Source: an optimization exercise on an open RTL-to-GDS flow (aim: small area, a short achievable clock period and few clock cycles per item). Production flows keep margins and buffers that such runs may drop. At most, simulation tests tie the RTL to the original design; equivalence was not proved. No functional check of the RTL was part of runs 1 to 3. No activity file was given, so power comes from the tool's default toggle rates.

## flow/config.mk

```make
export PLATFORM = sky130hd
export DESIGN_NAME = ray_grid_stepper
export DESIGN_NICKNAME = ray_grid_stepper
export VERILOG_FILES = /design/flow/design.v
export SDC_FILE = /design/flow/constraint.sdc
export NUM_CORES = 4
export LEC_CHECK = 0
export CAP_MARGIN = 20
export CORE_MARGIN = 2
export CORE_UTILIZATION = 60
export CTS_BUF_LIST = sky130_fd_sc_hd__clkbuf_8
export PLACE_DENSITY = 0.7
export SLEW_MARGIN = 20
export SYNTH_HIERARCHICAL = 1
export SYNTH_MINIMUM_KEEP_SIZE = 0
```

## flow/constraint.sdc

```tcl
create_clock -name core_clock -period 11.0 [get_ports {clock}]
set_input_delay 2.2000 -clock core_clock [delete_from_list [all_inputs] [get_ports {clock}]]
set_output_delay 2.2000 -clock core_clock [all_outputs]
set_load 0.01 [all_outputs]
```

## flow/design.v

```verilog
module ray_grid_stepper #(
    parameter int COORD_W   = 13,
    parameter int CELL_LOG2 = 6,
    parameter int GRID_LOG2 = 6,
    parameter int FRAC_W    = 8,
    parameter int MAX_STEPS = 64,
    parameter int RAM_LAT   = 1
) (
    input  logic                       clock,
    input  logic                       resetn,
    input  logic                       start,
    input  logic                       mode,
    input  logic                       dir_neg,
    input  logic [COORD_W-1:0]         player_x,
    input  logic [COORD_W-1:0]         player_y,
    input  logic [COORD_W+FRAC_W-1:0]  slope,
    output logic                       busy,
    output logic                       done,
    output logic                       hit,
    output logic                       out_of_bounds,
    output logic                       step_limit,
    output logic [COORD_W-1:0]         hit_x,
    output logic [COORD_W-1:0]         hit_y,
    output logic [7:0]                 steps,
    output logic                       grid_rd_en,
    output logic [2*GRID_LOG2-1:0]     grid_addr,
    input  logic                       grid_data
);
    localparam int TW = 22;
    logic                  busy_r, done_r, hit_r;
    logic                  mode_r, dn_r;
    logic [14:0]           t_r;         
    logic [6:0]            th_r;        
    logic signed [7:0]     cp_r;        
    logic [6:0]            cnt_r;       
    logic                  cin_r;       
    logic signed [TW-1:0]  add_r;       
    logic [20:0]           slope_x;     
    logic signed [12:0]    p_in, s_in;
    logic                  ndn;
    logic [27:0]           vs, vc;
    logic [6:0]            low_sum;
    always_comb begin
        p_in    = mode ? player_x : player_y;
        s_in    = mode ? player_y : player_x;
        ndn     = !dir_neg;
        low_sum = {1'b0, vs[5:0]} + {1'b0, vc[5:0]};
    end
    logic [3:0]            bone, btwo, bneg;
    logic [6:0]            rb;
    always_comb begin
        rb = {p_in[5:0], 1'b0};
        for (int j = 0; j < 3; j++) begin
            bone[j] = rb[2*j+1] ^ rb[2*j];
            btwo[j] = rb[2*j+2] ? (!rb[2*j+1] && !rb[2*j]) : (rb[2*j+1] && rb[2*j]);
            bneg[j] = !rb[2*j+2];
        end
        bone[3] = ndn ^ p_in[5];
        btwo[3] = 1'b0;
        bneg[3] = p_in[5];
    end
    logic cs1, cs2, cs3, cs4, cs5, cs6, cs7, cs8, cs9, cs10, cs11, cs12, cs13, cs14, cs15, cs16, cs17, cs18, cs19, cs20, cs21, cs22, cs23, cs24, cs25, cs26, cs27, cs28, cs29, cs30, cs31, cs32, cs33, cs34, cs35, cs36, cs37, cs38, cs39, cs40, cs41, cs42, cs43, cs44, cs45, cs46, cs47, cs48, cs49, cs50, cs51, cs52, cs53, cs54, cs55, cs56, cs57, cs58, cs59, cs60, cs61, cs62, cs63, cs64, cs65, cs66, cs67, cs68, cs69, cs70, cs71, cs72, cs73, cs74, cs75, cs76, cs77, cs78, cs79, cs80, cs81, cs82, cs83, cs84, cs85, cs86, cs87, cs88, cs89, cs90, cs91, cs92, cs93, cs94, cs95, cs96, cs97, cs98, cs99, cs100, cs101, cs102, cs103, cs104, cs105, cs106, cs107, cs108, cs109, cs110, cs111, cs112, cs113, cs114, cs115, cs116, cs117, cs118, cs119, cs120, cs121, cs122, cs123, cs124, cs125, cs126;
    rgs_ha ha_cs1 (.a(bneg[3]), .b(((bone[3] & slope[0]) ^ bneg[3])), .s(cs1), .co(cs2));
    rgs_ha ha_cs3 (.a(((bone[3] & slope[1]) ^ bneg[3])), .b((((bone[0] & slope[7]) | (btwo[0] & slope[6])) ^ bneg[0])), .s(cs3), .co(cs4));
    rgs_fa fa_cs5 (.a(s_in[0]), .b(((bone[3] & slope[2]) ^ bneg[3])), .c((((bone[0] & slope[8]) | (btwo[0] & slope[7])) ^ bneg[0])), .s(cs5), .co(cs6));
    rgs_fa fa_cs7 (.a(s_in[1]), .b(((bone[3] & slope[3]) ^ bneg[3])), .c((((bone[0] & slope[9]) | (btwo[0] & slope[8])) ^ bneg[0])), .s(cs7), .co(cs8));
    rgs_fa fa_cs9 (.a(s_in[2]), .b(((bone[3] & slope[4]) ^ bneg[3])), .c((((bone[0] & slope[10]) | (btwo[0] & slope[9])) ^ bneg[0])), .s(cs9), .co(cs10));
    rgs_fa fa_cs11 (.a(s_in[3]), .b(((bone[3] & slope[5]) ^ bneg[3])), .c((((bone[0] & slope[11]) | (btwo[0] & slope[10])) ^ bneg[0])), .s(cs11), .co(cs12));
    rgs_fa fa_cs13 (.a(s_in[4]), .b(((bone[3] & slope[6]) ^ bneg[3])), .c((((bone[0] & slope[12]) | (btwo[0] & slope[11])) ^ bneg[0])), .s(cs13), .co(cs14));
    rgs_fa fa_cs15 (.a(s_in[5]), .b(((bone[3] & slope[7]) ^ bneg[3])), .c((((bone[0] & slope[13]) | (btwo[0] & slope[12])) ^ bneg[0])), .s(cs15), .co(cs16));
    rgs_fa fa_cs17 (.a(s_in[6]), .b(((bone[3] & slope[8]) ^ bneg[3])), .c((((bone[0] & slope[14]) | (btwo[0] & slope[13])) ^ bneg[0])), .s(cs17), .co(cs18));
    rgs_fa fa_cs19 (.a(s_in[7]), .b(((bone[3] & slope[9]) ^ bneg[3])), .c((((bone[0] & slope[15]) | (btwo[0] & slope[14])) ^ bneg[0])), .s(cs19), .co(cs20));
    rgs_fa fa_cs21 (.a(s_in[8]), .b(((bone[3] & slope[10]) ^ bneg[3])), .c((((bone[0] & slope[16]) | (btwo[0] & slope[15])) ^ bneg[0])), .s(cs21), .co(cs22));
    rgs_fa fa_cs23 (.a(s_in[9]), .b(((bone[3] & slope[11]) ^ bneg[3])), .c((((bone[0] & slope[17]) | (btwo[0] & slope[16])) ^ bneg[0])), .s(cs23), .co(cs24));
    rgs_fa fa_cs25 (.a(s_in[10]), .b(((bone[3] & slope[12]) ^ bneg[3])), .c((((bone[0] & slope[18]) | (btwo[0] & slope[17])) ^ bneg[0])), .s(cs25), .co(cs26));
    rgs_fa fa_cs27 (.a(s_in[11]), .b(((bone[3] & slope[13]) ^ bneg[3])), .c((((bone[0] & slope[19]) | (btwo[0] & slope[18])) ^ bneg[0])), .s(cs27), .co(cs28));
    assign cs29 = 1'b1 ^ ~s_in[12] ^ ((bone[3] & slope[14]) ^ bneg[3]);
    assign cs30 = (1'b1 & ~s_in[12]) | (1'b1 & ((bone[3] & slope[14]) ^ bneg[3])) | (~s_in[12] & ((bone[3] & slope[14]) ^ bneg[3]));
    rgs_ha ha_cs31 (.a((((bone[0] & slope[20]) | (btwo[0] & slope[19])) ^ bneg[0])), .b((((bone[1] & slope[18]) | (btwo[1] & slope[17])) ^ bneg[1])), .s(cs31), .co(cs32));
    rgs_fa fa_cs33 (.a(((bone[3] & slope[15]) ^ bneg[3])), .b(~(((bone[0] & slope[20]) | (btwo[0] & slope[20])) ^ bneg[0])), .c((((bone[1] & slope[19]) | (btwo[1] & slope[18])) ^ bneg[1])), .s(cs33), .co(cs34));
    assign cs35 = 1'b1 ^ ((bone[3] & slope[16]) ^ bneg[3]);
    assign cs36 = 1'b1 & ((bone[3] & slope[16]) ^ bneg[3]);
    rgs_ha ha_cs37 (.a(bneg[2]), .b((((bone[0] & slope[4]) | (btwo[0] & slope[3])) ^ bneg[0])), .s(cs37), .co(cs38));
    rgs_ha ha_cs39 (.a((((bone[0] & slope[5]) | (btwo[0] & slope[4])) ^ bneg[0])), .b((((bone[1] & slope[3]) | (btwo[1] & slope[2])) ^ bneg[1])), .s(cs39), .co(cs40));
    rgs_fa fa_cs41 (.a((((bone[0] & slope[6]) | (btwo[0] & slope[5])) ^ bneg[0])), .b((((bone[1] & slope[4]) | (btwo[1] & slope[3])) ^ bneg[1])), .c((((bone[2] & slope[2]) | (btwo[2] & slope[1])) ^ bneg[2])), .s(cs41), .co(cs42));
    rgs_fa fa_cs43 (.a((((bone[1] & slope[5]) | (btwo[1] & slope[4])) ^ bneg[1])), .b((((bone[2] & slope[3]) | (btwo[2] & slope[2])) ^ bneg[2])), .c(cs2), .s(cs43), .co(cs44));
    rgs_fa fa_cs45 (.a((((bone[1] & slope[6]) | (btwo[1] & slope[5])) ^ bneg[1])), .b((((bone[2] & slope[4]) | (btwo[2] & slope[3])) ^ bneg[2])), .c(cs4), .s(cs45), .co(cs46));
    rgs_fa fa_cs47 (.a((((bone[1] & slope[7]) | (btwo[1] & slope[6])) ^ bneg[1])), .b((((bone[2] & slope[5]) | (btwo[2] & slope[4])) ^ bneg[2])), .c(cs6), .s(cs47), .co(cs48));
    rgs_fa fa_cs49 (.a((((bone[1] & slope[8]) | (btwo[1] & slope[7])) ^ bneg[1])), .b((((bone[2] & slope[6]) | (btwo[2] & slope[5])) ^ bneg[2])), .c(cs8), .s(cs49), .co(cs50));
    rgs_fa fa_cs51 (.a((((bone[1] & slope[9]) | (btwo[1] & slope[8])) ^ bneg[1])), .b((((bone[2] & slope[7]) | (btwo[2] & slope[6])) ^ bneg[2])), .c(cs10), .s(cs51), .co(cs52));
    rgs_fa fa_cs53 (.a((((bone[1] & slope[10]) | (btwo[1] & slope[9])) ^ bneg[1])), .b((((bone[2] & slope[8]) | (btwo[2] & slope[7])) ^ bneg[2])), .c(cs12), .s(cs53), .co(cs54));
    rgs_fa fa_cs55 (.a((((bone[1] & slope[11]) | (btwo[1] & slope[10])) ^ bneg[1])), .b((((bone[2] & slope[9]) | (btwo[2] & slope[8])) ^ bneg[2])), .c(cs14), .s(cs55), .co(cs56));
    rgs_fa fa_cs57 (.a((((bone[1] & slope[12]) | (btwo[1] & slope[11])) ^ bneg[1])), .b((((bone[2] & slope[10]) | (btwo[2] & slope[9])) ^ bneg[2])), .c(cs16), .s(cs57), .co(cs58));
    rgs_fa fa_cs59 (.a((((bone[1] & slope[13]) | (btwo[1] & slope[12])) ^ bneg[1])), .b((((bone[2] & slope[11]) | (btwo[2] & slope[10])) ^ bneg[2])), .c(cs18), .s(cs59), .co(cs60));
    rgs_fa fa_cs61 (.a((((bone[1] & slope[14]) | (btwo[1] & slope[13])) ^ bneg[1])), .b((((bone[2] & slope[12]) | (btwo[2] & slope[11])) ^ bneg[2])), .c(cs20), .s(cs61), .co(cs62));
    rgs_fa fa_cs63 (.a((((bone[1] & slope[15]) | (btwo[1] & slope[14])) ^ bneg[1])), .b((((bone[2] & slope[13]) | (btwo[2] & slope[12])) ^ bneg[2])), .c(cs22), .s(cs63), .co(cs64));
    rgs_fa fa_cs65 (.a((((bone[1] & slope[16]) | (btwo[1] & slope[15])) ^ bneg[1])), .b((((bone[2] & slope[14]) | (btwo[2] & slope[13])) ^ bneg[2])), .c(cs24), .s(cs65), .co(cs66));
    rgs_fa fa_cs67 (.a((((bone[1] & slope[17]) | (btwo[1] & slope[16])) ^ bneg[1])), .b((((bone[2] & slope[15]) | (btwo[2] & slope[14])) ^ bneg[2])), .c(cs26), .s(cs67), .co(cs68));
    rgs_fa fa_cs69 (.a((((bone[2] & slope[16]) | (btwo[2] & slope[15])) ^ bneg[2])), .b(cs29), .c(cs31), .s(cs69), .co(cs70));
    rgs_fa fa_cs71 (.a((((bone[2] & slope[17]) | (btwo[2] & slope[16])) ^ bneg[2])), .b(cs30), .c(cs32), .s(cs71), .co(cs72));
    rgs_fa fa_cs73 (.a((((bone[1] & slope[20]) | (btwo[1] & slope[19])) ^ bneg[1])), .b((((bone[2] & slope[18]) | (btwo[2] & slope[17])) ^ bneg[2])), .c(cs35), .s(cs73), .co(cs74));
    rgs_fa fa_cs75 (.a(((bone[3] & slope[17]) ^ bneg[3])), .b(~(((bone[1] & slope[20]) | (btwo[1] & slope[20])) ^ bneg[1])), .c((((bone[2] & slope[19]) | (btwo[2] & slope[18])) ^ bneg[2])), .s(cs75), .co(cs76));
    assign cs77 = 1'b1 ^ ((bone[3] & slope[18]) ^ bneg[3]);
    assign cs78 = 1'b1 & ((bone[3] & slope[18]) ^ bneg[3]);
    rgs_ha ha_cs79 (.a(bneg[1]), .b((((bone[0] & slope[2]) | (btwo[0] & slope[1])) ^ bneg[0])), .s(cs79), .co(cs80));
    rgs_ha ha_cs81 (.a((((bone[0] & slope[3]) | (btwo[0] & slope[2])) ^ bneg[0])), .b((((bone[1] & slope[1]) | (btwo[1] & slope[0])) ^ bneg[1])), .s(cs81), .co(cs82));
    rgs_fa fa_cs83 (.a((((bone[1] & slope[2]) | (btwo[1] & slope[1])) ^ bneg[1])), .b((((bone[2] & slope[0]) | (btwo[2] & 1'b0)) ^ bneg[2])), .c(cs37), .s(cs83), .co(cs84));
    rgs_fa fa_cs85 (.a((((bone[2] & slope[1]) | (btwo[2] & slope[0])) ^ bneg[2])), .b(cs38), .c(cs39), .s(cs85), .co(cs86));
    rgs_fa fa_cs87 (.a(cs1), .b(cs40), .c(cs41), .s(cs87), .co(cs88));
    rgs_fa fa_cs89 (.a(cs3), .b(cs42), .c(cs43), .s(cs89), .co(cs90));
    rgs_fa fa_cs91 (.a(cs5), .b(cs44), .c(cs45), .s(cs91), .co(cs92));
    rgs_fa fa_cs93 (.a(cs7), .b(cs46), .c(cs47), .s(cs93), .co(cs94));
    rgs_fa fa_cs95 (.a(cs9), .b(cs48), .c(cs49), .s(cs95), .co(cs96));
    rgs_fa fa_cs97 (.a(cs11), .b(cs50), .c(cs51), .s(cs97), .co(cs98));
    rgs_fa fa_cs99 (.a(cs13), .b(cs52), .c(cs53), .s(cs99), .co(cs100));
    rgs_fa fa_cs101 (.a(cs15), .b(cs54), .c(cs55), .s(cs101), .co(cs102));
    rgs_fa fa_cs103 (.a(cs17), .b(cs56), .c(cs57), .s(cs103), .co(cs104));
    rgs_fa fa_cs105 (.a(cs19), .b(cs58), .c(cs59), .s(cs105), .co(cs106));
    rgs_fa fa_cs107 (.a(cs21), .b(cs60), .c(cs61), .s(cs107), .co(cs108));
    rgs_fa fa_cs109 (.a(cs23), .b(cs62), .c(cs63), .s(cs109), .co(cs110));
    rgs_fa fa_cs111 (.a(cs25), .b(cs64), .c(cs65), .s(cs111), .co(cs112));
    rgs_fa fa_cs113 (.a(cs27), .b(cs66), .c(cs67), .s(cs113), .co(cs114));
    rgs_fa fa_cs115 (.a(cs28), .b(cs69), .c(cs68), .s(cs115), .co(cs116));
    rgs_fa fa_cs117 (.a(cs33), .b(cs70), .c(cs71), .s(cs117), .co(cs118));
    rgs_fa fa_cs119 (.a(cs34), .b(cs73), .c(cs72), .s(cs119), .co(cs120));
    rgs_fa fa_cs121 (.a(cs36), .b(cs75), .c(cs74), .s(cs121), .co(cs122));
    rgs_fa fa_cs123 (.a((((bone[2] & slope[20]) | (btwo[2] & slope[19])) ^ bneg[2])), .b(cs77), .c(cs76), .s(cs123), .co(cs124));
    rgs_fa fa_cs125 (.a(((bone[3] & slope[19]) ^ bneg[3])), .b(~(((bone[2] & slope[20]) | (btwo[2] & slope[20])) ^ bneg[2])), .c(cs78), .s(cs125), .co(cs126));
    assign vs[0] = bneg[0];
    assign vs[1] = (((bone[0] & slope[1]) | (btwo[0] & slope[0])) ^ bneg[0]);
    assign vs[2] = cs79;
    assign vs[3] = cs80;
    assign vs[4] = cs82;
    assign vs[5] = cs84;
    assign vs[6] = cs86;
    assign vs[7] = cs88;
    assign vs[8] = cs90;
    assign vs[9] = cs92;
    assign vs[10] = cs94;
    assign vs[11] = cs96;
    assign vs[12] = cs98;
    assign vs[13] = cs100;
    assign vs[14] = cs102;
    assign vs[15] = cs104;
    assign vs[16] = cs106;
    assign vs[17] = cs108;
    assign vs[18] = cs110;
    assign vs[19] = cs112;
    assign vs[20] = cs114;
    assign vs[21] = cs116;
    assign vs[22] = cs118;
    assign vs[23] = cs120;
    assign vs[24] = cs122;
    assign vs[25] = cs124;
    assign vs[26] = cs126;
    assign vs[27] = 1'b1;
    assign vc[0] = (((bone[0] & slope[0]) | (btwo[0] & 1'b0)) ^ bneg[0]);
    assign vc[1] = 1'b0;
    assign vc[2] = (((bone[1] & slope[0]) | (btwo[1] & 1'b0)) ^ bneg[1]);
    assign vc[3] = cs81;
    assign vc[4] = cs83;
    assign vc[5] = cs85;
    assign vc[6] = cs87;
    assign vc[7] = cs89;
    assign vc[8] = cs91;
    assign vc[9] = cs93;
    assign vc[10] = cs95;
    assign vc[11] = cs97;
    assign vc[12] = cs99;
    assign vc[13] = cs101;
    assign vc[14] = cs103;
    assign vc[15] = cs105;
    assign vc[16] = cs107;
    assign vc[17] = cs109;
    assign vc[18] = cs111;
    assign vc[19] = cs113;
    assign vc[20] = cs115;
    assign vc[21] = cs117;
    assign vc[22] = cs119;
    assign vc[23] = cs121;
    assign vc[24] = cs123;
    assign vc[25] = cs125;
    assign vc[26] = ~((bone[3] & slope[20]) ^ bneg[3]);
    assign vc[27] = 1'b0;
    logic                  first;
    logic [14:0]           sum_lo;
    logic [7:0]            a_hi, b_hi;
    logic                  hi_zero;
    logic [14:0]           t_nxt;
    logic signed [7:0]     cp_nxt;
    logic                  nxt_oob, probe_valid, hit_now, finish;
    always_comb begin
        first       = cnt_r[6];
        sum_lo      = {1'b0, t_r[13:0]} + {1'b0, add_r[13:0]} + {14'd0, cin_r};
        a_hi        = {th_r, t_r[14]};
        b_hi        = add_r[21:14];
        hi_zero     = ((a_hi[0] ^ b_hi[0]) == sum_lo[14]) && ((a_hi[6:0] | b_hi[6:0]) == (a_hi[7:1] ^ b_hi[7:1]));
        t_nxt       = {a_hi[0] ^ b_hi[0] ^ sum_lo[14], sum_lo[13:0]};
        cp_nxt      = cp_r + (dn_r ? -8'sd1 : 8'sd1);
        nxt_oob     = (cp_nxt[7:6] != 2'b00) || !hi_zero;
        probe_valid = !first;
        hit_now     = probe_valid && grid_data;
        finish      = hit_now || nxt_oob;
    end
    always_ff @(posedge clock) begin
        if (!resetn) begin
            busy_r <= 1'b0;
            done_r <= 1'b0;
        end else if (busy_r) begin
            busy_r <= !finish;
            done_r <= finish;
        end else begin
            busy_r <= start;
            done_r <= 1'b0;
        end
    end
    always_ff @(posedge clock) begin
        hit_r <= hit_now;
        slope_x <= dir_neg ? ~slope : slope;
        th_r    <= busy_r ? 7'd0 : vs[27:21];
        if (!busy_r) begin
            mode_r  <= mode;
            dn_r    <= dir_neg;
            add_r   <= vc[27:6];
            cin_r   <= low_sum[6];
            t_r     <= vs[20:6];
            cp_r    <= {p_in[12], p_in[12:6]};
            cnt_r   <= 7'h7f;
        end else begin
            cnt_r <= cnt_r + 7'd1;
            if (first) begin
                add_r <= {slope_x[20], slope_x};
                cin_r <= dn_r;
            end
            if (!hit_now) begin
                t_r  <= t_nxt;
                cp_r <= cp_nxt;
            end
        end
    end
    logic [6:0] line_idx;
    always_comb begin
        busy          = busy_r;
        done          = done_r;
        hit           = hit_r;
        out_of_bounds = !hit_r;
        step_limit    = 1'b0;
        line_idx      = cp_r[6:0] + {6'd0, dn_r};
        hit_x         = mode_r ? {line_idx, 6'd0} : t_r[14:2];
        hit_y         = mode_r ? t_r[14:2] : {line_idx, 6'd0};
        steps         = {1'b0, cnt_r};
        grid_rd_en    = 1'b1;
        grid_addr     = mode_r ? {t_nxt[13:8], cp_nxt[5:0]} : {cp_nxt[5:0], t_nxt[13:8]};
    end
endmodule
module rgs_fa (
    input  logic a,
    input  logic b,
    input  logic c,
    output logic s,
    output logic co
);
    assign s  = a ^ b ^ c;
    assign co = (a & b) | (a & c) | (b & c);
endmodule
module rgs_ha (
    input  logic a,
    input  logic b,
    output logic s,
    output logic co
);
    assign s  = a ^ b;
    assign co = a & b;
endmodule
```

## flow/flow/run.sh

```bash
#!/bin/bash
set -o pipefail
export BUFFER_PORTS_ARGS="-buffer_cell sky130_fd_sc_hd__buf_1"
bash standard.sh SETUP_SLACK_MARGIN=5.5 finish > standard.log 2>&1
```

## flow/standard.sh

```bash
#!/bin/bash
# synth_recipe.tcl (not shown) runs the flow's synth.tcl, then flattens the netlist and writes it again
# the make line also repeats each setting of config.mk as NAME=value (left out here)
make -C /OpenROAD-flow-scripts/flow DESIGN_CONFIG=/design/flow/config.mk WORK_HOME=/design/flow/orfs CLKGATE_MAP_FILE= SYNTH_SCRIPT=/design/flow/synth_recipe.tcl "${@:-finish}"
```

==> summary.md, run 1 <==
| Metric | Value |
|---|---|
| Outcome | `timing/DRC/antenna clean` |
| Area contributors post-synth | `edfxtp_1 18%, fa_1 14%, dfxtp_1 9.9%` |
| Switching share of power | `43.1%` |
| Post-synthesis mux area share | `around an eighth` |
| Worst Clk Skew | `17.8 ps` |
| Die Width | `118 um` |
| Post-synthesis instance area | `0.00786 mm^2` |
| Synth Area in XOR/XNOR | `about a tenth` |
| Worst Path Arrival | `5530 ps` |
| Reg power frac | `25.8%` |
| Largest family of logic cells by synthesized area | `adder cells` |
| Total vias in the final route | `6070` |
| Area grow syn2layout | `10.6%` |
| R2R cell count | `9` |
| Starting Density | `61.8%` |
| Primary FF master, synth | `edfxtp_1` |
| Rows | `41` |
| Average size of a mapped cell | `10.1 um^2` |
| Tcrit/Tclk final | `49.1%` |
| Post-synth top area share | `17.9%` |
| Hold crit path type | `reg2reg` |
| Combinational share of power | `62.8%` |
| Ys Warns | `7` |
| Fmax | `185 MHz` |
| Synth area leader | `edfxtp_1` |
| Core Box Area | `0.0127 mm^2` |
| TritonCTS clock tree | `built` |
| Largest net degree at the start of global routing | `66` |
| Register area share after synthesis | `between 20% and 30%` |
| Final worst path period need | `5400 ps` |
| Compound-Gate Fraction of Synth Area | `14.7%` |
| MaxCap Viol Count | `0` |
| Slew Limit Fails | `0` |
| Register bit count reported by yosys | `86` |
| Post-DR wirelength/cell | `19.3 um` |
| RSZ-0062 raised after global routing | `false` |
| Post-synth EDFFs | `47` |
| Worst EP required | `11130 ps` |
| ANT nets after route | `0` |
| Mapped Cells | `780` |
| Crit. End Element | `flip-flop` |
| Layout cell share with drive strength beyond 1 | `13.2%` |
| Detail Placement HPWL | `14.1 mm` |
| Clock Tree Root | `clkbuf_8` |
| Final #Nets | `1002` |
| Sink Count | `86` |
| Cts bufs inserted | `9` |
| Post-route cell area | `slightly below 0.009 mm^2` |
| Clk pwr share | `11.4%` |
| Drt first pass iters | `5` |
| Vias per inst | `a little under 6` |
| Asr flop ratio synth | `0%` |
| GP Congestion | `0.876` |
| Clock latency on the worst-skew pair | `380 ps` |
| Hold path cells | `1` |
| Worst slew pin tran | `984 ps` |
| Die Area | `0.0140 mm^2` |
| Synth cell types | `51` |
| PD cells | `~230 mW/mm^2` |
| Placement-stage cell area | `0.00830 mm^2` |
| Post-synthesis adder-cell area fraction | `21.4%` |
| Antenna diode count | `0` |
| Pleak | `approximately 0.0033 uW` |
| Remaining DRCs | `0` |
| H-tree levels | `3` |
| Setup TNS | `0 ps` |
| Hold Fails Final Rpt | `0` |
| Setup CP Type | `in2reg` |
| Post-Synth Simple-Gate Area | `8.15%` |
| CTS Buffer Depth | `2` |
| Vias in the first global route | `slightly above 6000` |
| Crit path launch type | `primary input` |
| Initial antenna violation count | `0` |
| GRT Overall Usage | `around 29%` |
| Switch Pwr | `869 uW` |
| Crit Path Max Fanout | `13` |
| Worst-path clk slew | `100 ps` |
| Int Pwr | `1150 uW` |
| Final global-route overflow total | `0` |
| Die height | `118 um` |
| I/O pins | `105` |
| Slew headroom | `34.3%` |
| Maximum VDD drop | `96.3 uV` |
| Post-Route WL | `19.8 mm` |
| Port Buf Inserts | `101` |
| First-pass GRT wire length | `between 30 and 40 mm` |
| Final Setup Violations | `0` |
| 1st-iter DRT viols | `650` |
repair_timing:
item                                    4_1_cts  5_1_grt
hold buffers                                  0        0
endpoints found under the setup margin       42       27
setup buffers                                 4        3
gates cloned                                  3        2
gates resized for setup                       8        9
registers in the layout, summed over array words and instances, names as in the netlist:
register and flops:
mode_r 1, busy_r 1, slope_x 21, hit_r 1, t_r 15, th_r 7, cin_r 1, dn_r 1
cnt_r 7, add_r 22, done_r 1, cp_r 8
cell type report:
type	instances	area, um^2
timing repair inverter	2	10.0
clock buffer	9	124
clock inverter	7	72.6
sequential	86	2190
inverter	35	139
multi-input combinational	596	5390
fill	1032	4020
timing repair buffer	118	559
tap	172	215
power groups by stage:
| stage | sequential, uW | clock (uW) | combinational, uW |
|---|---|---|---|
| floorplan | 507 | 0 | 935 |
| global placement | 524 | 0 | 1180 |
| global route | 532 | 248 | 1420 |
| CTS | 521 | 234 | 1250 |
| finish | 521 | 229 | 1270 |
| detailed placement | 529 | 0 | 1230 |
logic make-up after synthesis:
group / after synthesis
buf+inv: 101
fa+ha+maj: 101
mux: 87
other cells: 2
xor+xnor: 96
simple gates: 134
compound gates: 173
flops: 86
cells in the final DEF (no fill, tap or decap), types with 3 or more instances in the layout:
cell type  netlist  layout
buf_1            7      99
xnor2_1         68      67
a22oi_1         59      58
mux2_2          56      56
fa_1            56      56
edfxtp_1        47      47
ha_1            45      43
nand2_1         42      41
a21oi_1         40      40
dfxtp_1         39      38
nor2_1          36      35
inv_1           34      33
o21ai_0         28      28
xor2_1          28      28
mux2i_1         31      27
nor2b_1         19      19
buf_4            4      13
o21a_1          10      10
clkbuf_8         0       9
nand3_1          8       8
nor3_1           8       8
a211oi_1         8       8
and2_1           6       6
o31a_1           5       5
mux2i_4          0       4
o31ai_1          4       4
nand2b_1         4       4
a21o_1           4       4
o21bai_1         3       3
conb_1           2       3
cells in the mapped netlist (all sizes together) (10+ instances only):
library cell and instances:
xnor2 68, inv 35, ha 45, clkbuf 51
fa 56, edfxtp 47, dfxtp 39, nor2 36
a21oi 41, o21a 10, o21ai 29, xor2 28
mux2 56, nor2b 20, mux2i 31, buf 15
a22oi 59, nand2 42
path summary, 6_finish.rpt:
kind | slack [ps] | to | start
setup / recovery | 5600 | add_r[14]$_DFFE_PP_ | mode
hold reg to reg | 430 | cnt_r[0]$_SDFF_PN1_ | cnt_r[0]$_SDFF_PN1_
setup reg to reg | 8160 | t_r[12]$_DFFE_PP_ | cin_r$_DFFE_PP_
hold / removal | 430 | cnt_r[0]$_SDFF_PN1_ | cnt_r[0]$_SDFF_PN1_
per-module statistics from Yosys, one instance, submodules excluded:
module	area, um^2	copies in the design	flops+latches	cells
rgs_fa	20.0	53	0	1
rgs_ha	12.5	7	0	1
ray_grid_stepper	6720	1	86	720
per-layer routing:
layer,up-vias,GRT usage [%],routed length (um)
met5,-,0,0
met4,0,8.56,314
met3,27,5.84,1250
met2,211,46.3,9460
met1,2953,39.5,8730
li1,2879,-,-
metrics by stage:
step / worst slack, ps / utilization [%] / total power [uW] / hold slack (ps) / instances
6_report: 5600 / 68.4 / 2020 / 433 / 1025
5_1_grt: 5510 / 68.4 / 2200 / 460 / 1025
4_1_cts: 5550 / 67.4 / 2000 / 434 / 1020
3_5_place_dp: 3920 / 65.2 / 1760 / 411 / 997
3_3_place_gp: 4060 / 65.2 / 1700 / 404 / 997
2_1_floorplan: 5500 / - / 1440 / 434 / 781
worst max-delay path, cell delays in order:
cell	delay (ps)
clkbuf_2	190
buf_12	200
mux2i_4	300
clkinvlp_4	190
ha_1	250
mux2_4	360
a22oi_1	200
xnor2_1	150
ha_1	270
fa_1	510
fa_1	410
mux2_2	270
==> run 2: changes to the inputs <==
--- a/flow/config.mk
+++ b/flow/config.mk
@@ -7,9 +7,9 @@
 export LEC_CHECK = 0
 export CAP_MARGIN = 20
 export CORE_MARGIN = 2
-export CORE_UTILIZATION = 60
+export CORE_UTILIZATION = 70
 export CTS_BUF_LIST = sky130_fd_sc_hd__clkbuf_8
-export PLACE_DENSITY = 0.7
+export PLACE_DENSITY = 0.8
 export SLEW_MARGIN = 20
 export SYNTH_HIERARCHICAL = 1
 export SYNTH_MINIMUM_KEEP_SIZE = 0
==> summary.md, run 2 <==
| Metric | Value |
|---|---|
| Filler cell count | `731 (was 1032)` |
| Die Area | `0.0121 mm^2 (was 0.0140 mm^2)` |
| GP Congestion | `0.851 (was 0.876)` |
| Crit. End Element | `flip-flop (unchanged)` |
| Port Buf Inserts | `101 (unchanged)` |
| ANT nets after route | `0 (unchanged)` |
| R2R cell count | `7 (was 9)` |
| Pleak | `0.00331 uW (was 0.00335 uW)` |
| Post-Place Cells | `963 (was 997)` |
| Reg power frac | `25.8% (about the same)` |
| Synth cell types | `51 (unchanged)` |
| Final #Nets | `996 (was 1002)` |
| Clock latency on the worst-skew pair | `380 ps (about the same)` |
| Int Pwr | `1150 uW (about the same)` |
| H-tree levels | `3 (unchanged)` |
| Rows | `38 (was 41)` |
| Slew headroom | `33.2% (was 34.3%)` |
| Clock Tree Root | `clkbuf_8 (unchanged)` |
| Worst Clk Skew | `11.6 ps (was 17.8 ps)` |
| Worst-path clk slew | `100 ps (about the same)` |
| Hold crit path type | `reg2reg (unchanged)` |
| GRT Overall Usage | `34.2% (was 28.8%)` |
| Detail Placement HPWL | `13.9 mm (was 14.1 mm)` |
| I/O pins | `105 (unchanged)` |
| Final Setup Violations | `0 (unchanged)` |
| M1 GR Usage | `45.7% (was 39.5%)` |
| RSZ-0062 raised after global routing | `true (was false)` |
| Core Box Area | `0.0109 mm^2 (was 0.0127 mm^2)` |
| Vias in the first global route | `5980 (was 6107)` |
| Setup TNS | `0 ps (unchanged)` |
| Grt peak-use layer | `met2 (unchanged)` |
| Multi-input logic area | `0.00536 mm^2 (was 0.00539 mm^2)` |
| PD cells | `238 mW/mm^2 (was 232 mW/mm^2)` |
| Max FFs per register | `22 (unchanged)` |
| Crit path from | `mode (unchanged)` |
| Worst Path Arrival | `5530 ps (about the same)` |
| Hold Startpoint | `cnt_r[0]$_SDFF_PN1_ (unchanged)` |
| Mapped Cells | `780 (unchanged)` |
| Outcome | `timing/DRC/antenna clean (unchanged)` |
| Register Area | `0.00219 mm^2 (unchanged)` |
| Hold path cells | `1 (unchanged)` |
| Cts bufs inserted | `9 (unchanged)` |
| Commonest cells after routing, fill and taps aside | `99 x buf_1, 67 x xnor2_1, 59 x a22oi_1 (was 99 x buf_1, 67 x xnor2_1, 58 x a22oi_1)` |
| Switching share of power | `43.5% (was 43.1%)` |
| Most common cell after layout, fill and taps aside | `buf_1 (unchanged)` |
| Drt first pass iters | `5 (unchanged)` |
| Met2 usage | `56.3% (was 46.3%)` |
| Post-Route WL | `19.6 mm (was 19.8 mm)` |
| Tcrit/Tclk final | `49.6% (was 49.1%)` |
| Sink Count | `86 (unchanged)` |
| Layout cell share with drive strength beyond 1 | `12.6% (was 13.2%)` |
| First-pass GRT wire length | `31.0 mm (was 31.8 mm)` |
| Die Width | `110 um (was 118 um)` |
| Register area share after synthesis | `27.9% (unchanged)` |
| Remaining DRCs | `0 (unchanged)` |
| Crit Path Max Fanout | `31 (was 13)` |
| CP max stage delay | `470 ps (was 510 ps)` |
| Asr flop ratio synth | `0% (unchanged)` |
| Crit-path slowest cell | `fa_1 (unchanged)` |
| Post-synthesis instance area | `0.00786 mm^2 (unchanged)` |
| Finished Layout Cells | `987 (was 1025)` |
| Post-DR wirelength/cell | `19.9 um (was 19.3 um)` |
| Starting Density | `72.2% (was 61.8%)` |
| Register bit count reported by yosys | `86 (unchanged)` |
| Post-synth EDFFs | `47 (unchanged)` |
| Hold Fails Final Rpt | `0 (unchanged)` |
| Antenna diode count | `0 (unchanged)` |
| Combinational share of power | `62.5% (was 62.8%)` |
| Vias per inst | `6.31 (was 5.92)` |
| MaxCap Viol Count | `0 (unchanged)` |
| Switch Pwr | `886 uW (was 869 uW)` |
| Met3 Use GR | `6.76% (was 5.84%)` |
| Most flops, register | `add_r (unchanged)` |
| Ys Warns | `7 (unchanged)` |
| Primary FF master, synth | `edfxtp_1 (unchanged)` |
| Maximum VDD drop | `175 uV (was 96.3 uV)` |
| Final global-route overflow total | `0 (unchanged)` |
| Worst slew pin tran | `1000 ps (was 984 ps)` |
| Initial antenna violation count | `0 (unchanged)` |
| Clk pwr share | `11.7% (was 11.4%)` |
| Crit path launch type | `primary input (unchanged)` |
| Slew Limit Fails | `0 (unchanged)` |
| R2r startpoint | `dn_r$_DFFE_PN_ (was cin_r$_DFFE_PP_)` |
| Total vias in the final route | `6225 (was 6070)` |
| TritonCTS clock tree | `built (unchanged)` |
| Fmax | `183 MHz (was 185 MHz)` |
| Area grow syn2layout | `9.07% (was 10.6%)` |
| Area contributors post-synth | `edfxtp_1 18%, fa_1 14%, dfxtp_1 9.9% (unchanged)` |
| 1st-iter DRT viols | `560 (was 650)` |
| Top-count cell post-synth | `xnor2_1 (unchanged)` |
| Critical path, cell by cell | `clkbuf_2, buf_12, mux2i_4, clkinvlp_4, buf_4, nor2_1, buf_4, a22oi_1, fa_1, fa_1, fa_1, a21oi_1, o311ai_0 (was clkbuf_2, buf_12, mux2i_4, clkinvlp_4, ha_1, mux2_4, a22oi_1, xnor2_1, ha_1, fa_1, fa_1, mux2_2)` |
| Average size of a mapped cell | `10.1 um^2 (unchanged)` |
| Post-synth top cells | `68 x xnor2_1, 59 x a22oi_1, 56 x fa_1, 56 x mux2_2, 51 x clkbuf_1 (unchanged)` |
| Top Registers | `add_r: 22 flops, slope_x: 21 flops, t_r: 15 flops (unchanged)` |
| Worst EP required | `11080 ps (was 11130 ps)` |
| Largest net degree at the start of global routing | `67 (was 66)` |
| CTS Buffer Depth | `2 (unchanged)` |
| Crit path top cell by count | `fa_1` |
| Post-synth top area share | `17.9% (unchanged)` |
| Die height | `110 um (was 118 um)` |
| Synth area leader | `edfxtp_1 (unchanged)` |
| Setup CP Type | `in2reg (unchanged)` |
| Final worst path period need | `5460 ps (was 5400 ps)` |
==> run 2: worst paths after layout <==
check	to	slack, ps
max	t_r[7]$_DFFE_PP_	5540
min	cnt_r[0]$_SDFF_PN1_	460
max reg2reg	busy_r$_SDFF_PN0_	8080
min reg2reg	cnt_r[0]$_SDFF_PN1_	460
==> run 2: logic make-up after synthesis <==
logic type      count (synthesis)  share of synthesized area [%]
mux                            87                           12.0
fa+ha+maj                     101                           21.4
simple gates                  134                           8.15
compound gates                173                           14.7
other cells                     2                         0.0955
flops                          86                           27.9
xor+xnor                       96                           10.7
buf+inv                       101                           5.08
==> run 2: layout make-up <==
type                       instances  area share (%)
clock buffer                      10            1.60
clock inverter                     6           0.773
inverter                          35            1.62
multi-input combinational        595            62.5
sequential                        86            25.6
tap                              140            2.04
timing repair buffer             113            5.78
timing repair inverter             2           0.146
==> run 2: power groups by stage <==
stage	clock network, uW	logic [uW]	registers (uW)
global route	252	1420	536
finish	239	1270	526
CTS	239	1250	525
floorplan	0	935	507
global placement	0	1160	527
detailed placement	0	1230	533
==> run 2: layer usage <==
layer / wire length, um / vias to the layer above
met3: 1730 / 29
met2: 9460 / 313
met4: 330 / 0
li1: - / 2855
met5: 0 / -
met1: 8130 / 3028
==> run 2: metrics by stage <==
step	hold WS (ps)	util, %	area, um^2	setup slack (ps)	total power (uW)
floorplan	434	-	7880	5500	1440
finish	457	78.8	8580	5540	2040
CTS	454	78.4	8540	5510	2020
global route	470	78.8	8580	5450	2200
detailed placement	432	75.7	8250	3890	1760
global placement	406	75.7	8240	4050	1690
==> run 2: repair_timing <==
item	4_1_cts	5_1_grt
hold buffers	0	0
buffers inserted	4	0
gates resized for setup	8	7
endpoints found under the setup margin	42	26
gates cloned	3	0
==> run 2: critical path, delay by kind of cell <==
family | cells | cell delay, ps
AO/OA/AOI/OAI | 3 | 600
adder cells (fa/ha/maj) | 3 | 1310
buffers and inverters | 5 | 930
multiplexers | 1 | 340
AND/OR/NAND/NOR | 1 | 130
==> run 2: Yosys stat by module, one instance, submodules excluded <==
module | cells inside | flip-flops and latches | times used | cell area, um^2
rgs_fa | 1 | 0 | 53 | 20.0
ray_grid_stepper | 720 | 86 | 1 | 6720
rgs_ha | 1 | 0 | 7 | 12.5
==> run 3: changes to the inputs <==
==> flow/flow/run.sh (replaced) <==
#!/bin/bash
set -o pipefail
export BUFFER_PORTS_ARGS="-buffer_cell sky130_fd_sc_hd__buf_1"
bash standard.sh SETUP_SLACK_MARGIN=5.8 finish > standard.log 2>&1
--- a/flow/config.mk
+++ b/flow/config.mk
@@ -7,9 +7,9 @@
 export LEC_CHECK = 0
 export CAP_MARGIN = 20
 export CORE_MARGIN = 2
-export CORE_UTILIZATION = 70
+export CORE_UTILIZATION = 60
 export CTS_BUF_LIST = sky130_fd_sc_hd__clkbuf_8
-export PLACE_DENSITY = 0.8
+export PLACE_DENSITY = 0.7
 export SLEW_MARGIN = 20
 export SYNTH_HIERARCHICAL = 1
 export SYNTH_MINIMUM_KEEP_SIZE = 0
==> summary.md, run 3 <==
| Metric | Value |
|---|---|
| Hold path cells | `1 (unchanged)` |
| Final global-route overflow total | `0 (unchanged)` |
| Die Area | `0.0140 mm^2 (was 0.0121 mm^2)` |
| Most flops, register | `add_r (unchanged)` |
| Final worst path period need | `5140 ps (was 5460 ps)` |
| Register bit count reported by yosys | `86 (unchanged)` |
| Worst R2R Setup Slack | `8050 ps (was 8080 ps)` |
| Slew Limit Fails | `0 (unchanged)` |
| Slew headroom | `35.9% (was 33.2%)` |
| First-pass GRT wire length | `31.6 mm (was 31.0 mm)` |
| Max FFs per register | `22 (unchanged)` |
| Fmax | `194 MHz (was 183 MHz)` |
| Crit. End Element | `primary output (was flip-flop)` |
| Worst Path Arrival | `2940 ps (was 5530 ps)` |
| Post-synth top cells | `68 x xnor2_1, 59 x a22oi_1, 56 x fa_1, 56 x mux2_2, 51 x clkbuf_1 (unchanged)` |
| Maximum VDD drop | `98.3 uV (was 175 uV)` |
| R2r startpoint | `dn_r$_DFFE_PN_ (unchanged)` |
| Post-synth EDFFs | `47 (unchanged)` |
| Synth area leader | `edfxtp_1 (unchanged)` |
| Initial antenna violation count | `0 (unchanged)` |
| Hold crit path type | `reg2reg (unchanged)` |
| 1st-iter DRT viols | `418 (was 560)` |
| Post-Route WL | `19.7 mm (was 19.6 mm)` |
| Most common cell after layout, fill and taps aside | `buf_1 (unchanged)` |
| CTS Buffer Depth | `2 (unchanged)` |
| Crit path from | `add_r[0]$_DFFE_PP_ (was mode)` |
| Compound-Gate Fraction of Synth Area | `14.7% (unchanged)` |
| Worst-path clk slew | `90 ps (was 100 ps)` |
| Synth Area in XOR/XNOR | `10.7% (unchanged)` |
| Placement-stage cell area | `0.00832 mm^2 (was 0.00825 mm^2)` |
| Starting Density | `61.8% (was 72.2%)` |
| Sink Count | `86 (unchanged)` |
| Hold Fails Final Rpt | `0 (unchanged)` |
| Detail Placement HPWL | `14.3 mm (was 13.9 mm)` |
| Crit Path Max Fanout | `4 (was 31)` |
| Post-synthesis instance area | `0.00786 mm^2 (unchanged)` |
| Post-synthesis mux area share | `12.0% (unchanged)` |
| Asr flop ratio synth | `0% (unchanged)` |
| Crit path launch type | `flip-flop (was primary input)` |
| Layout cell share with drive strength beyond 1 | `14.0% (was 12.6%)` |
| Final #Nets | `999 (was 996)` |
| Total vias in the final route | `6094 (was 6225)` |
| Register area share after synthesis | `27.9% (unchanged)` |
| Clock latency on the worst-skew pair | `380 ps (about the same)` |
| Synth cell types | `51 (unchanged)` |
| PD cells | `236 mW/mm^2 (was 238 mW/mm^2)` |
| Average size of a mapped cell | `10.1 um^2 (unchanged)` |
| Core Box Area | `0.0127 mm^2 (was 0.0109 mm^2)` |
| Worst slew pin tran | `962 ps (was 1000 ps)` |
| Die Width | `118 um (was 110 um)` |
| Commonest cells after routing, fill and taps aside | `98 x buf_1, 68 x xnor2_1, 57 x a22oi_1 (was 99 x buf_1, 67 x xnor2_1, 59 x a22oi_1)` |
| Area contributors post-synth | `edfxtp_1 18%, fa_1 14%, dfxtp_1 9.9% (unchanged)` |
| R2R cell count | `7 (unchanged)` |
| Final Setup Violations | `0 (unchanged)` |
| Area grow syn2layout | `10.9% (was 9.07%)` |
| Total power | `2060 uW (was 2040 uW)` |
| Largest family of logic cells by synthesized area | `adder cells (unchanged)` |
| Post-route cell area | `0.00872 mm^2 (was 0.00858 mm^2)` |
| Outcome | `timing/DRC/antenna clean (unchanged)` |
| Largest net degree at the start of global routing | `67 (unchanged)` |
| RSZ-0062 raised after global routing | `true (unchanged)` |
| Post-synthesis adder-cell area fraction | `21.4% (unchanged)` |
| Worst Clk Skew | `8.47 ps (was 11.6 ps)` |
| Top Registers | `add_r: 22 flops, slope_x: 21 flops, t_r: 15 flops (unchanged)` |
| Antenna diode count | `0 (unchanged)` |
| Setup slack after layout | `5860 ps (was 5540 ps)` |
| Hold Buf Count CTS | `0 (unchanged)` |
| Vias per inst | `5.96 (was 6.31)` |
| ANT nets after route | `0 (unchanged)` |
| Setup TNS | `0 ps (unchanged)` |
| Remaining DRCs | `0 (unchanged)` |
| Primary FF master, synth | `edfxtp_1 (unchanged)` |
| Vias in the first global route | `6023 (was 5980)` |
| Finished Layout Cells | `1022 (was 987)` |
| Die height | `118 um (was 110 um)` |
| Pleak | `0.00335 uW (was 0.00331 uW)` |
| Top-count cell post-synth | `xnor2_1 (unchanged)` |
| Ys Warns | `7 (unchanged)` |
| Cts bufs inserted | `9 (unchanged)` |
| Post-Place Cells | `994 (was 963)` |
| Post-Synth Simple-Gate Area | `8.15% (unchanged)` |
| Post-DR wirelength/cell | `19.3 um (was 19.9 um)` |
| Worst EP required | `8800 ps (was 11080 ps)` |
| Clock Tree Root | `clkbuf_8 (unchanged)` |
| Port Buf Inserts | `101 (unchanged)` |
| Rows | `41 (was 38)` |
| Mapped Cells | `780 (unchanged)` |
| GRT Overall Usage | `28.6% (was 34.2%)` |
| Setup slack at placement | `3580 ps (was 3890 ps)` |
| Hold Startpoint | `cnt_r[0]$_SDFF_PN1_ (unchanged)` |
| TritonCTS clock tree | `built (unchanged)` |
| MaxCap Viol Count | `0 (unchanged)` |
| Drt first pass iters | `6 (was 5)` |
| Setup CP Type | `reg2out (was in2reg)` |
| Tcrit/Tclk final | `46.8% (was 49.6%)` |
| Post-synth top area share | `17.9% (unchanged)` |
| H-tree levels | `3 (unchanged)` |
| I/O pins | `105 (unchanged)` |
| GP Congestion | `0.883 (was 0.851)` |
## run 3: cell counts after synthesis
No cell type changed its count.
## run 3: worst paths after layout
check                             end
setup / recovery        grid_addr[10]
hold / removal    cnt_r[0]$_SDFF_PN1_
hold reg to reg   cnt_r[0]$_SDFF_PN1_
setup reg to reg    done_r$_SDFF_PN0_
## run 3: timing repair
| item | CTS | global route |
|---|---|---|
| gates cloned | 2 | 2 |
| pin swaps | 2 | 6 |
| resized for setup | 15 | 12 |
| setup endpoints to repair | 46 | 20 |
| buffers inserted | 4 | 4 |
## run 3: area by class of cell
cell class / instances / area [um^2]
Multi-Input combinational cell: 596 / 5440
Fill cell: 1054 / 4000
Sequential cell: 86 / 2190
Timing Repair Buffer: 116 / 532
Tap cell: 172 / 215
Inverter: 35 / 140
Clock buffer: 9 / 124
Clock inverter: 7 / 71.3
Timing Repair inverter: 1 / 7.51
## run 3: critical path, stage by stage (launching register included)
cell,delay (ps)
edfxtp_1,390
inv_2,70
fa_2,250
fa_2,260
nor2b_4,50
o31a_1,280
o31a_1,320
o41ai_2,360
xnor2_1,160
mux2_4,290
buf_1,130
## run 3: cells by family (layout without fill, tap and decap cells)
family          count (synthesis)  in the layout
compound gates                173            173
xor+xnor                       96             96
fa+ha+maj                     101            101
buf+inv                       101            168
flops                          86             86
mux                            87             89
other cells                     2              3
simple gates                  134            134
## run 3: power breakdown
part | total, uW | leakage [uW] | switching [uW] | internal (uW)
logic | 1310 | 0.00242 | 702 | 608
registers | 524 | 0.000825 | 54.1 | 469
clock network | 228 | 0.000104 | 122 | 106
## run 3: layer usage
layer | global-route usage (%) | vias to the layer above | share of wire, %
li1 | - | 2870 | -
met1 | 38.8 | 2990 | 45
met2 | 46.8 | 212 | 48
met3 | 5.69 | 22 | 5.5
met4 | 7.96 | 0 | 1.3
met5 | 0 | - | 0
## run 3: Yosys stat by module (local to each module, per instance)
module	times used	cells inside
rgs_fa	53	1
ray_grid_stepper	1	720
rgs_ha	7	1
## run 3: stage by stage
stage,hold WS [ps],utilization [%]
2_1_floorplan,434,-
3_3_place_gp,400,65.4
3_5_place_dp,425,65.4
4_1_cts,449,67.8
5_1_grt,463,68.6
6_report,446,68.6
==> run 4: changes to the inputs <==
--- a/flow/design.v
+++ b/flow/design.v
@@ -46,18 +46,28 @@
         ndn     = !dir_neg;
         low_sum = {1'b0, vs[5:0]} + {1'b0, vc[5:0]};
     end
-    logic [3:0]            bone, btwo, bneg;
-    logic [6:0]            rb;
-    always_comb begin
-        rb = {p_in[5:0], 1'b0};
+    logic [3:0]            bone, btwo, bneg, bone_x, btwo_x, bneg_x, bone_y, btwo_y, bneg_y;
+    logic [6:0]            rbx, rby;
+    always_comb begin
+        rbx = {player_x[5:0], 1'b0};
+        rby = {player_y[5:0], 1'b0};
         for (int j = 0; j < 3; j++) begin
-            bone[j] = rb[2*j+1] ^ rb[2*j];
-            btwo[j] = rb[2*j+2] ? (!rb[2*j+1] && !rb[2*j]) : (rb[2*j+1] && rb[2*j]);
-            bneg[j] = !rb[2*j+2];
+            bone_x[j] = rbx[2*j+1] ^ rbx[2*j];
+            btwo_x[j] = rbx[2*j+2] ? (!rbx[2*j+1] && !rbx[2*j]) : (rbx[2*j+1] && rbx[2*j]);
+            bneg_x[j] = !rbx[2*j+2];
+            bone_y[j] = rby[2*j+1] ^ rby[2*j];
+            btwo_y[j] = rby[2*j+2] ? (!rby[2*j+1] && !rby[2*j]) : (rby[2*j+1] && rby[2*j]);
+            bneg_y[j] = !rby[2*j+2];
         end
-        bone[3] = ndn ^ p_in[5];
-        btwo[3] = 1'b0;
-        bneg[3] = p_in[5];
+        bone_x[3] = ndn ^ player_x[5];
+        btwo_x[3] = 1'b0;
+        bneg_x[3] = player_x[5];
+        bone_y[3] = ndn ^ player_y[5];
+        btwo_y[3] = 1'b0;
+        bneg_y[3] = player_y[5];
+        bone = mode ? bone_x : bone_y;
+        btwo = mode ? btwo_x : btwo_y;
+        bneg = mode ? bneg_x : bneg_y;
     end
     logic cs1, cs2, cs3, cs4, cs5, cs6, cs7, cs8, cs9, cs10, cs11, cs12, cs13, cs14, cs15, cs16, cs17, cs18, cs19, cs20, cs21, cs22, cs23, cs24, cs25, cs26, cs27, cs28, cs29, cs30, cs31, cs32, cs33, cs34, cs35, cs36, cs37, cs38, cs39, cs40, cs41, cs42, cs43, cs44, cs45, cs46, cs47, cs48, cs49, cs50, cs51, cs52, cs53, cs54, cs55, cs56, cs57, cs58, cs59, cs60, cs61, cs62, cs63, cs64, cs65, cs66, cs67, cs68, cs69, cs70, cs71, cs72, cs73, cs74, cs75, cs76, cs77, cs78, cs79, cs80, cs81, cs82, cs83, cs84, cs85, cs86, cs87, cs88, cs89, cs90, cs91, cs92, cs93, cs94, cs95, cs96, cs97, cs98, cs99, cs100, cs101, cs102, cs103, cs104, cs105, cs106, cs107, cs108, cs109, cs110, cs111, cs112, cs113, cs114, cs115, cs116, cs117, cs118, cs119, cs120, cs121, cs122, cs123, cs124, cs125, cs126;
     rgs_ha ha_cs1 (.a(bneg[3]), .b(((bone[3] & slope[0]) ^ bneg[3])), .s(cs1), .co(cs2));
==> flow/flow/run.sh (replaced) <==
#!/bin/bash
set -o pipefail
export BUFFER_PORTS_ARGS="-buffer_cell sky130_fd_sc_hd__buf_1"
bash standard.sh SETUP_SLACK_MARGIN=5.5 finish > standard.log 2>&1
==> summary.md, run 4 <==
| Metric | Value |
|---|---|
| Ys Warns | `7 (unchanged)` |
| Area contributors post-synth | `edfxtp_1 17%, fa_1 14%, dfxtp_1 9.7% (was edfxtp_1 18%, fa_1 14%, dfxtp_1 9.9%)` |
| Starting Density | `61.2% (was 61.8%)` |
| Grt peak-use layer | `met2 (unchanged)` |
| Port Buf Inserts | `101 (unchanged)` |
| Synth cell types | `59 (was 51)` |
| Register area share after synthesis | `27.1% (was 27.9%)` |
| Post-synthesis instance area | `0.00808 mm^2 (was 0.00786 mm^2)` |
| Mapped Cells | `810 (was 780)` |
| Remaining DRCs | `0 (unchanged)` |
| Sink Count | `86 (unchanged)` |
| Initial antenna violation count | `0 (unchanged)` |
| Final worst path period need | `5280 ps (was 5140 ps)` |
| First-pass GRT wire length | `31.2 mm (was 31.6 mm)` |
| Max FFs per register | `22 (unchanged)` |
| Die height | `120 um (was 118 um)` |
| Cts bufs inserted | `9 (unchanged)` |
| Primary FF master, synth | `edfxtp_1 (unchanged)` |
| CP Buf/Inv Count | `2 (unchanged)` |
| Setup CP Type | `reg2out (unchanged)` |
| Worst-path clk slew | `100 ps (was 90 ps)` |
| 1st-iter DRT viols | `508 (was 418)` |
| Most flops, register | `add_r (unchanged)` |
| Filler cell count | `1089 (was 1054)` |
| Average size of a mapped cell | `9.97 um^2 (was 10.1 um^2)` |
| Post-synth top cells | `81 x xnor2_1, 59 x a22oi_1, 56 x fa_1, 54 x mux2_2 (was 68 x xnor2_1, 59 x a22oi_1, 56 x fa_1, 56 x mux2_2, 51 x clkbuf_1)` |
| Slew headroom | `27.1% (was 35.9%)` |
| Crit path top cell by count | `nor3_2` |
| ANT nets after route | `0 (unchanged)` |
| Setup slack after layout | `5720 ps (was 5860 ps)` |
| Commonest cells after routing, fill and taps aside | `99 x buf_1, 81 x xnor2_1, 59 x a22oi_1 (was 98 x buf_1, 68 x xnor2_1, 57 x a22oi_1)` |
| TritonCTS clock tree | `built (unchanged)` |
| Pleak | `0.00334 uW (was 0.00335 uW)` |
| Post-synth EDFFs | `47 (unchanged)` |
| Detail Placement HPWL | `13.9 mm (was 14.3 mm)` |
| Vias per inst | `5.95 (was 5.96)` |
| Maximum VDD drop | `93.8 uV (was 98.3 uV)` |
| GP Congestion | `0.886 (was 0.883)` |
| Post-synth top area share | `17.5% (was 17.9%)` |
| MaxCap Viol Count | `0 (unchanged)` |
| Family with the most delay on the worst path | `adder cells (was compound AO/OA/AOI/OAI gates)` |
| Crit path launch type | `flip-flop (unchanged)` |
| Worst slew pin tran | `1070 ps (was 962 ps)` |
| Clock latency on the worst-skew pair | `380 ps (about the same)` |
| Asr flop ratio synth | `0% (unchanged)` |
| Top-count cell post-synth | `xnor2_1 (unchanged)` |
| Setup TNS | `0 ps (unchanged)` |
| Die Area | `0.0144 mm^2 (was 0.0140 mm^2)` |
| Worst Path Arrival | `3080 ps (was 2940 ps)` |
| Layout cell share with drive strength beyond 1 | `11.1% (was 14.0%)` |
| Final #Nets | `1017 (was 999)` |
| RSZ-0062 raised after global routing | `false (was true)` |
| Largest net degree at the start of global routing | `73 (was 67)` |
| Worst Clk Skew | `11.8 ps (was 8.47 ps)` |
| CTS Buffer Depth | `2 (unchanged)` |
| Setup Fix Bufs, Post-CTS | `0 (was 4)` |
| M1 GR Usage | `38.5% (was 38.8%)` |
| Met3 Use GR | `3.80% (was 5.69%)` |
| Synth area leader | `edfxtp_1 (unchanged)` |
| Crit. End Element | `primary output (unchanged)` |
| Register bit count reported by yosys | `86 (unchanged)` |
| Critical path, cell by cell | `inv_1, fa_1, fa_1, nor2b_4, nor3_2, nor3_2, nor3_2, o21ai_1, xor2_1, mux2_2, buf_1 (was inv_2, fa_2, fa_2, nor2b_4, o31a_1, o31a_1, o41ai_2, xnor2_1, mux2_4, buf_1)` |
| Outcome | `timing/DRC/antenna clean (unchanged)` |
| Die Width | `120 um (was 118 um)` |
| Clock Tree Root | `clkbuf_8 (unchanged)` |
| Hold crit path type | `reg2reg (unchanged)` |
| Final global-route overflow total | `0 (unchanged)` |
| CP max stage delay | `460 ps (was 390 ps)` |
| Most common cell after layout, fill and taps aside | `buf_1 (unchanged)` |
| Total vias in the final route | `6187 (was 6094)` |
| Tcrit/Tclk final | `48.0% (was 46.8%)` |
| Setup slack at placement | `5080 ps (was 3580 ps)` |
| Drt first pass iters | `5 (was 6)` |
| I/O pins | `105 (unchanged)` |
| Vias in the first global route | `6107 (was 6023)` |
| Crit Path Max Fanout | `3 (was 4)` |
| Hold Buf Count CTS | `0 (unchanged)` |
| H-tree levels | `3 (unchanged)` |
| Met2 usage | `43.3% (was 46.8%)` |
| Crit-path slowest cell | `fa_1 (was edfxtp_1)` |
| Post-DR wirelength/cell | `18.3 um (was 19.3 um)` |
| GRT Overall Usage | `27.4% (was 28.6%)` |
| Post-Route WL | `19.0 mm (was 19.7 mm)` |
| Worst EP required | `8800 ps (about the same)` |
| Hold Fails Final Rpt | `0 (unchanged)` |
| Rows | `42 (was 41)` |
| Fmax | `190 MHz (was 194 MHz)` |
| Area grow syn2layout | `6.86% (was 10.9%)` |
| Top Registers | `add_r: 22 flops, slope_x: 21 flops, t_r: 15 flops (unchanged)` |
| PD cells | `235 mW/mm^2 (was 236 mW/mm^2)` |
| Antenna diode count | `0 (unchanged)` |
| Final Setup Violations | `0 (unchanged)` |
| Slew Limit Fails | `0 (unchanged)` |
| Core Box Area | `0.0132 mm^2 (was 0.0127 mm^2)` |
run 4: changes by cell type in the layout (fill, tap and decap cells not counted), moves of 6 or more:
| cell | delta |
|---|---|
| o21ai_0 | -10 |
| ha_1 | +7 |
| o21a_1 | -7 |
| nor3_1 | -6 |
| o21ai_1 | +17 |
| mux2i_1 | -16 |
| xor2_1 | +8 |
| inv_1 | +9 |
| xnor2_1 | +13 |
run 4: per-stage QoR:
stage | util (%) | hold WS, ps | std cells | cell area [um^2] | power [uW]
after detailed placement | 64.0 | 423 | 1023 | 8440 | 1800
after CTS | 65.4 | 446 | 1040 | 8620 | 2020
after floorplan | - | 435 | 811 | 8080 | 1500
final | 65.4 | 441 | 1040 | 8630 | 2030
after global routing | 65.4 | 467 | 1040 | 8630 | 2200
after global placement | 64.0 | 400 | 1023 | 8440 | 1750
run 4: area by class of cell:
type / count / area [um^2] / share of cell area, %
clock inverters: 7 / 48.8 / 0.565
repair buffers: 109 / 444 / 5.15
flip-flops and latches: 86 / 2190 / 25.4
multi-input cells: 612 / 5450 / 63.1
clock buffers: 9 / 124 / 1.44
well taps: 176 / 220 / 2.55
inverters: 41 / 154 / 1.78
run 4: final timing paths:
path                             from             endpoint  slack, ps  depth (start not counted)
hold / removal    cnt_r[0]$_SDFF_PN1_  cnt_r[0]$_SDFF_PN1_        440                          1
setup / recovery      cin_r$_DFFE_PP_        grid_addr[10]       5720                         11
hold reg to reg   cnt_r[0]$_SDFF_PN1_  cnt_r[0]$_SDFF_PN1_        440                          1
setup reg to reg      cin_r$_DFFE_PP_    t_r[14]$_DFFE_PP_       8230                         10
run 4: Yosys stat by module, one instance, submodules excluded:
module / cells inside / copies in the design / flops+latches
rgs_fa: 1 / 53 / 0
ray_grid_stepper: 750 / 1 / 86
rgs_ha: 1 / 7 / 0
run 4: where the power goes:
part / internal, uW / switching (uW) / total (uW)
logic: 567 / 730 / 1300
clock network: 82.1 / 127 / 209
registers: 470 / 53.1 / 523
total: 1120 / 910 / 2030
run 4: cell families after synthesis:
kind of cell / synth area share [%]
adder cells (fa/ha/maj): 21.5
buffers and inverters: 5.96
multiplexers: 9.45
AND/OR/NAND/NOR: 8.94
flip-flops: 27.1
AO/OA/AOI/OAI: 14.3
other: 0.0930
XOR/XNOR: 12.7
run 4: what timing repair did:
| item | 4_1_cts | 5_1_grt |
|---|---|---|
| resized for setup | 0 | 3 |
| endpoints found under the setup margin | 1 | 32 |
| gates cloned | 1 | 0 |
run 4: metal layers:
layer,wire length (um),part of all wire [%]
met1,8690,46
met4,374,2.0
met5,0,0
met2,8840,47
met3,1100,5.8
Testbench counts of run 4, summed over its fixed seeds: cycles 12,152, rays 1,536.
==> run 5: changes to the inputs <==
==> flow/flow/run.sh (replaced) <==
#!/bin/bash
set -o pipefail
export BUFFER_PORTS_ARGS="-buffer_cell sky130_fd_sc_hd__buf_1"
bash standard.sh SETUP_SLACK_MARGIN=6.2 finish > standard.log 2>&1
==> summary.md, run 5 <==
| Metric | Value |
|---|---|
| Asr flop ratio synth | `0% (unchanged)` |
| Commonest cells after routing, fill and taps aside | `89 x buf_1, 79 x xnor2_1, 52 x a22oi_1 (was 99 x buf_1, 81 x xnor2_1, 59 x a22oi_1)` |
| Die height | `120 um (unchanged)` |
| Switch Pwr | `984 uW (was 910 uW)` |
| Crit path launch type | `flip-flop (unchanged)` |
| Ys Warns | `7 (unchanged)` |
| Worst Clk Skew | `15.7 ps (was 11.8 ps)` |
| Largest family of logic cells by synthesized area | `adder cells (unchanged)` |
| Post-Route WL | `20.2 mm (was 19.0 mm)` |
| Post-Synth Simple-Gate Area | `8.94% (unchanged)` |
| Starting Density | `61.2% (unchanged)` |
| Post-synthesis instance area | `0.00808 mm^2 (unchanged)` |
| Switching share of power | `43.5% (was 44.8%)` |
| Total vias in the final route | `6317 (was 6187)` |
| Mapped Cells | `810 (unchanged)` |
| RSZ-0062 raised after global routing | `true (was false)` |
| Layout cell share with drive strength beyond 1 | `19.7% (was 11.1%)` |
| Reg power frac | `23.2% (was 25.8%)` |
| Crit Path Max Fanout | `3 (unchanged)` |
| 1st-iter DRT viols | `557 (was 508)` |
| Die Width | `120 um (unchanged)` |
| H-tree levels | `3 (unchanged)` |
| Post-synth top area share | `17.5% (unchanged)` |
| CTS Buffer Depth | `2 (unchanged)` |
| Worst EP required | `8800 ps (about the same)` |
| Hold Fails Final Rpt | `0 (unchanged)` |
| Remaining DRCs | `0 (unchanged)` |
| Rows | `42 (unchanged)` |
| Int Pwr | `1280 uW (was 1120 uW)` |
| Vias in the first global route | `6150 (was 6107)` |
| Top Registers | `add_r: 22 flops, slope_x: 21 flops, t_r: 15 flops (unchanged)` |
| Register bit count reported by yosys | `86 (unchanged)` |
| Crit. End Element | `primary output (unchanged)` |
| PD cells | `246 mW/mm^2 (was 235 mW/mm^2)` |
| Antenna diode count | `0 (unchanged)` |
| Vias per inst | `5.94 (was 5.95)` |
| Sink Count | `86 (unchanged)` |
| Critical path, cell by cell | `inv_2, fa_2, fa_2, nor2b_4, nor3_4, nor3_4, nor3_4, o21ai_2, xor2_2, mux2_4, buf_2 (was inv_1, fa_1, fa_1, nor2b_4, nor3_2, nor3_2, nor3_2, o21ai_1, xor2_1, mux2_2, buf_1)` |
| Clk pwr share | `9.8% (was 10.3%)` |
| Area grow syn2layout | `13.7% (was 6.86%)` |
| Core Box Area | `0.0132 mm^2 (unchanged)` |
| Worst slew pin tran | `1080 ps (was 1070 ps)` |
| Synth Area in XOR/XNOR | `12.7% (unchanged)` |
| GP Congestion | `0.915 (was 0.886)` |
| Final core occ | `69.6% (was 65.4%)` |
| Final worst path period need | `4940 ps (was 5280 ps)` |
| Register area share after synthesis | `27.1% (unchanged)` |
| MaxCap Viol Count | `0 (unchanged)` |
| Initial antenna violation count | `0 (unchanged)` |
| Final #Nets | `1040 (was 1017)` |
| Setup TNS | `0 ps (unchanged)` |
| Synth area leader | `edfxtp_1 (unchanged)` |
| Setup slack after layout | `6060 ps (was 5720 ps)` |
| Outcome | `timing/DRC/antenna clean (unchanged)` |
| Post-synth top cells | `81 x xnor2_1, 59 x a22oi_1, 56 x fa_1, 54 x mux2_2 (unchanged)` |
| Area contributors post-synth | `edfxtp_1 17%, fa_1 14%, dfxtp_1 9.7% (unchanged)` |
| Setup slack at placement | `4890 ps (was 5080 ps)` |
| Post-synth EDFFs | `47 (unchanged)` |
| Hold crit path type | `reg2reg (unchanged)` |
| Final Setup Violations | `0 (unchanged)` |
| Post-synthesis mux area share | `9.45% (unchanged)` |
| Post-DR wirelength/cell | `19.0 um (was 18.3 um)` |
| Detail Placement HPWL | `13.8 mm (was 13.9 mm)` |
| Maximum VDD drop | `104 uV (was 93.8 uV)` |
| Pleak | `0.00357 uW (was 0.00334 uW)` |
| Worst Path Arrival | `2740 ps (was 3080 ps)` |
| Most flops, register | `add_r (unchanged)` |
| ANT nets after route | `0 (unchanged)` |
| Cts bufs inserted | `9 (unchanged)` |
| Drt first pass iters | `7 (was 5)` |
| Largest net degree at the start of global routing | `73 (unchanged)` |
-- run 5: cell counts after synthesis --
Identical to the previous run, type by type.
-- run 5: metrics by stage --
stage / instance area, um^2 / cells / hold slack (ps) / power [uW]
detailed placement: 8510 / 1021 / 417 / 1810
floorplan: 8230 / 811 / 435 / 1510
global route: 9180 / 1063 / 476 / 2450
CTS: 8920 / 1050 / 444 / 2140
finish: 9180 / 1063 / 440 / 2260
global placement: 8510 / 1021 / 402 / 1760
-- run 5: cells by family after synthesis --
family / after synthesis
buffers and inverters: 114
muxes: 69
xor gates and xnor gates: 117
DFF: 86
AOI/OAI and AO/OA: 174
other: 2
and+or+nand+nor: 143
adders and majority gates: 105
-- run 5: layout make-up --
type,count,area (um^2),area share [%]
Multi-Input combinational cell,615,5760,62.7
Sequential cell,86,2190,23.9
Timing Repair Buffer,129,647,7.05
Tap cell,176,220,2.40
Inverter,41,176,1.92
Clock buffer,9,124,1.35
Clock inverter,7,62.6,0.681
-- run 5: what timing repair did --
item,in CTS,in global routing
setup endpoints to repair,53,36
setup buffers,11,9
cloned,2,4
hold buffers,0,0
gates resized for setup,32,35
pin swaps,14,17
-- run 5: final timing paths --
kind,cells after the start,endpoint,from,slack [ps]
worst min-delay path,1,cnt_r[0]$_SDFF_PN1_,cnt_r[0]$_SDFF_PN1_,440
worst max-delay path,11,grid_addr[10],t_r[0]$_DFFE_PP_,6060
worst min register to register,1,cnt_r[0]$_SDFF_PN1_,cnt_r[0]$_SDFF_PN1_,440
worst max register to register,12,t_r[12]$_DFFE_PP_,t_r[0]$_DFFE_PP_,8320
-- run 5: power groups by stage --
| stage | Sequential [uW] | Clock [uW] | Combinational, uW |
|---|---|---|---|
| final | 525 | 221 | 1520 |
| after global placement | 525 | 0 | 1230 |
| after global routing | 536 | 239 | 1670 |
| after detailed placement | 529 | 0 | 1280 |
| after CTS | 522 | 225 | 1390 |
| after floorplan | 508 | 0 | 1000 |
-- run 5: layer usage --
metal | vias to the layer above | routed length [um] | global-route usage (%)
li1 | 2956 | - | -
met1 | 3080 | 8920 | 38.5
met2 | 250 | 9530 | 43.8
met3 | 31 | 1440 | 5.70
met4 | 0 | 297 | 8.46
met5 | - | 0 | 0
-- run 5: per-module statistics from Yosys (local to each module, per instance) --
module / cells / area, um^2 / flip-flops and latches / times used
rgs_ha: 1 / 12.5 / 0 / 7
rgs_fa: 1 / 20.0 / 0 / 53
ray_grid_stepper: 750 / 6930 / 86 / 1
-- run 5: worst max-delay path: cells and delay by family, from the launching register on --
kind	cells	cell delay (ps)
adders and majority gates	2	810
and+or+nand+nor	4	440
DFF	1	370
xor gates and xnor gates	1	220
muxes	1	180
buffers and inverters	2	170
AOI/OAI and AO/OA	1	160

Check on run 5: ideal ports give 6.062 ns setup slack; a clkbuf_16 on the clock port and buf_2 on the inputs give 6.027 ns; moving port delays by the midpoint clock arrival (0.422 ns) as well gives 5.715 ns.
